What follows belongs to an exercise in optimizing a design on an open flow for small area, a short achievable clock period and few clock cycles; a production flow would make more cautious choices.
Where RTL was checked, it was by simulation tests only, not by an equivalence proof against the original.

==> module rau_datapath, before the edit <==
module rau_datapath (
  input  logic               clk,
  input  logic               rst,
  input  logic               full,
  input  logic               pq_eq,
  input  logic               pq_eqv,
  input  logic [63:0]        p,
  input  logic [63:0]        q,
  output logic               take,
  output logic               out_valid,
  input  logic               out_stall,
  output logic [63:0]        out_num,
  output logic [63:0]        out_den,
  output logic               is_equal,
  output logic               status
);
  logic        busy, up, mode;
  logic [5:0]  s;
  logic [63:0] ra, rb;
  logic [64:0] xa, xb, ya, yb;
  wire done = (rb == 64'd0);
  assign out_valid = busy && done;
  assign out_num = yb[63:0];
  assign out_den = xb[63:0];
  assign take = full && (!busy || (done && !out_stall));
  wire [63:0] pm = p[63] ? (64'd0 - p) : p;
  wire [63:0] qm = q[63] ? (64'd0 - q) : q;
  wire zz = (p == 64'd0) && (q == 64'd0);
  wire [64:0] d1 = {1'b0, ra} - {1'b0, rb};
  wire [65:0] d2 = {2'b0, ra} - {1'b0, rb, 1'b0};
  wire c1 = !d1[64];
  wire c2 = !d2[65];
  wire [66:0] d4 = {3'b0, ra} - {1'b0, rb, 2'b0};
  wire c4 = !d4[66];
  wire [65:0] xs1 = {xa, 1'b1} + {xb ^ {65{mode}}, mode};
  wire [65:0] ys1 = {ya, 1'b1} + {yb ^ {65{mode}}, mode};
  wire [64:0] xs = xs1[65:1];
  wire [64:0] ys = ys1[65:1];
  wire [63:0] ra_n = c1 ? d1[63:0] : ra;
  wire [64:0] xa_n = c1 ? xs : xa;
  wire [64:0] ya_n = c1 ? ys : ya;
  wire shift_up = up && c2;
  wire shift_two = up && c4;
  wire swap = !shift_up && (s == 6'd0);
  always_ff @(posedge clk) begin
    if (rst) begin
      busy <= 1'b0;
    end else if (take) begin
      busy <= 1'b1;
    end else if (busy && done && !out_stall) begin
      busy <= 1'b0;
    end
  end
  always_ff @(posedge clk) begin
    if (take) begin
      s <= 6'd0;
      up <= 1'b1;
      is_equal <= pq_eq && pq_eqv;
      status <= !pq_eq && zz;
      mode <= p[63] ^ q[63];
      ra <= pm;
      rb <= pq_eq ? 64'd0 : qm;
      xa <= 65'd1;
      xb <= 65'd0;
      ya <= 65'd0;
      yb <= (pq_eq || zz) ? 65'd0 : 65'd1;
    end else begin
      if (shift_up) begin
        ra <= ra;
        xa <= xa;
        ya <= ya;
      end else if (swap) begin
        ra <= rb;
        xa <= xb;
        ya <= yb;
      end else begin
        ra <= ra_n;
        xa <= xa_n;
        ya <= ya_n;
      end
      if (!done) begin
        if (shift_two) begin
          s <= s + 6'd2;
          rb <= {rb[61:0], 2'b0};
          xb <= {xb[62:0], 2'b0};
          yb <= {yb[62:0], 2'b0};
        end else if (shift_up) begin
          s <= s + 6'd1;
          rb <= {rb[62:0], 1'b0};
          xb <= {xb[63:0], 1'b0};
          yb <= {yb[63:0], 1'b0};
        end else if (swap) begin
          up <= 1'b1;
          rb <= ra_n;
          xb <= xa_n;
          yb <= ya_n;
        end else begin
          s <= s - 6'd1;
          up <= 1'b0;
          rb <= {1'b0, rb[63:1]};
          xb <= {xb[64], xb[64:1]};
          yb <= {yb[64], yb[64:1]};
        end
      end
    end
  end
endmodule
clock: 11.0 ns
lec_check: 0
cap_margin: 20
core_margin: 2
core_utilization: 40
setup_slack_margin: 5
slew_margin: 20
run.sh (not shown) runs the stock make flow with config.mk's settings and CLKGATE_MAP_FILE= SYNTH_SCRIPT=/design/flow/synth_recipe.tcl, a recipe that flattens the netlist after the stock synthesis.
Change:
--- a/flow/design.v
+++ b/flow/design.v
@@ -105,15 +105,14 @@
   output logic [63:0]        out_num,
   output logic [63:0]        out_den,
   output logic               is_equal,
   output logic               status
 );
-  logic        busy, up, mode;
+  logic        busy, up, mode, done;
   logic [5:0]  s;
   logic [63:0] ra, rb;
   logic [64:0] xa, xb, ya, yb;
-  wire done = (rb == 64'd0);
   assign out_valid = busy && done;
   assign out_num = yb[63:0];
   assign out_den = xb[63:0];
   assign take = full && (!busy || (done && !out_stall));
   wire [63:0] pm = p[63] ? (64'd0 - p) : p;
@@ -133,10 +132,11 @@
   wire [64:0] xa_n = c1 ? xs : xa;
   wire [64:0] ya_n = c1 ? ys : ya;
   wire shift_up = up && c2;
   wire shift_two = up && c4;
   wire swap = !shift_up && (s == 6'd0);
+  wire rem_zero = c1 ? (ra == rb) : (ra == 64'd0);
   always_ff @(posedge clk) begin
     if (rst) begin
       busy <= 1'b0;
     end else if (take) begin
       busy <= 1'b1;
@@ -144,10 +144,11 @@
       busy <= 1'b0;
     end
   end
   always_ff @(posedge clk) begin
     if (take) begin
+      done <= pq_eq || (q == 64'd0);
       s <= 6'd0;
       up <= 1'b1;
       is_equal <= pq_eq && pq_eqv;
       status <= !pq_eq && zz;
       mode <= p[63] ^ q[63];
@@ -181,10 +182,11 @@
           s <= s + 6'd1;
           rb <= {rb[62:0], 1'b0};
           xb <= {xb[63:0], 1'b0};
           yb <= {yb[63:0], 1'b0};
         end else if (swap) begin
+          done <= rem_zero;
           up <= 1'b1;
           rb <= ra_n;
           xb <= xa_n;
           yb <= ya_n;
         end else begin
Synthesized area rose by about 0.34%.
Register-to-register slack gets better by 20 ps.
Worst setup slack gets better by 18 ps.
Clock skew stays flat.
Critical path depth rose by 1.
Testbench counts after the change, summed over its fixed seeds: cycles 17,495.
The RTL of the first run of this note was laid out without a check of its function.

[static timing again, ports no longer ideal]
No port has a modelled driver above. Below, the same layouts with a new extraction and two added sets of constraints.
Step 1, drivers: a clkbuf_16 drives clk and a buf_2 each remaining input, both assumed.
Step 2 times the ports against the registers' clock, not the clock port: input delays grow and output delays shrink by t, the midpoint of the rising clock arrivals with the driver on.
a / b / c = no drivers / after step 1 / after step 2; a / b = the first two.
run | t, ns | setup WS [ns] | hold WS [ns] | clock arrival spread, ns | cell pins on the clock port's net
the first run | 0.756 | 5.021 / 5.008 / 4.531 | 0.475 / 0.475 / 0.475 | 0.035 / 0.035 | 1
the second run | 0.746 | 5.038 / 5.038 / 4.407 | 0.477 / 0.477 / 0.477 | 0.035 / 0.035 | 1
After both steps setup and hold are still met in every run listed. The setup slack of the second run, which loses most, moves by 0.000 ns with the drivers and by -0.631 ns with both steps.
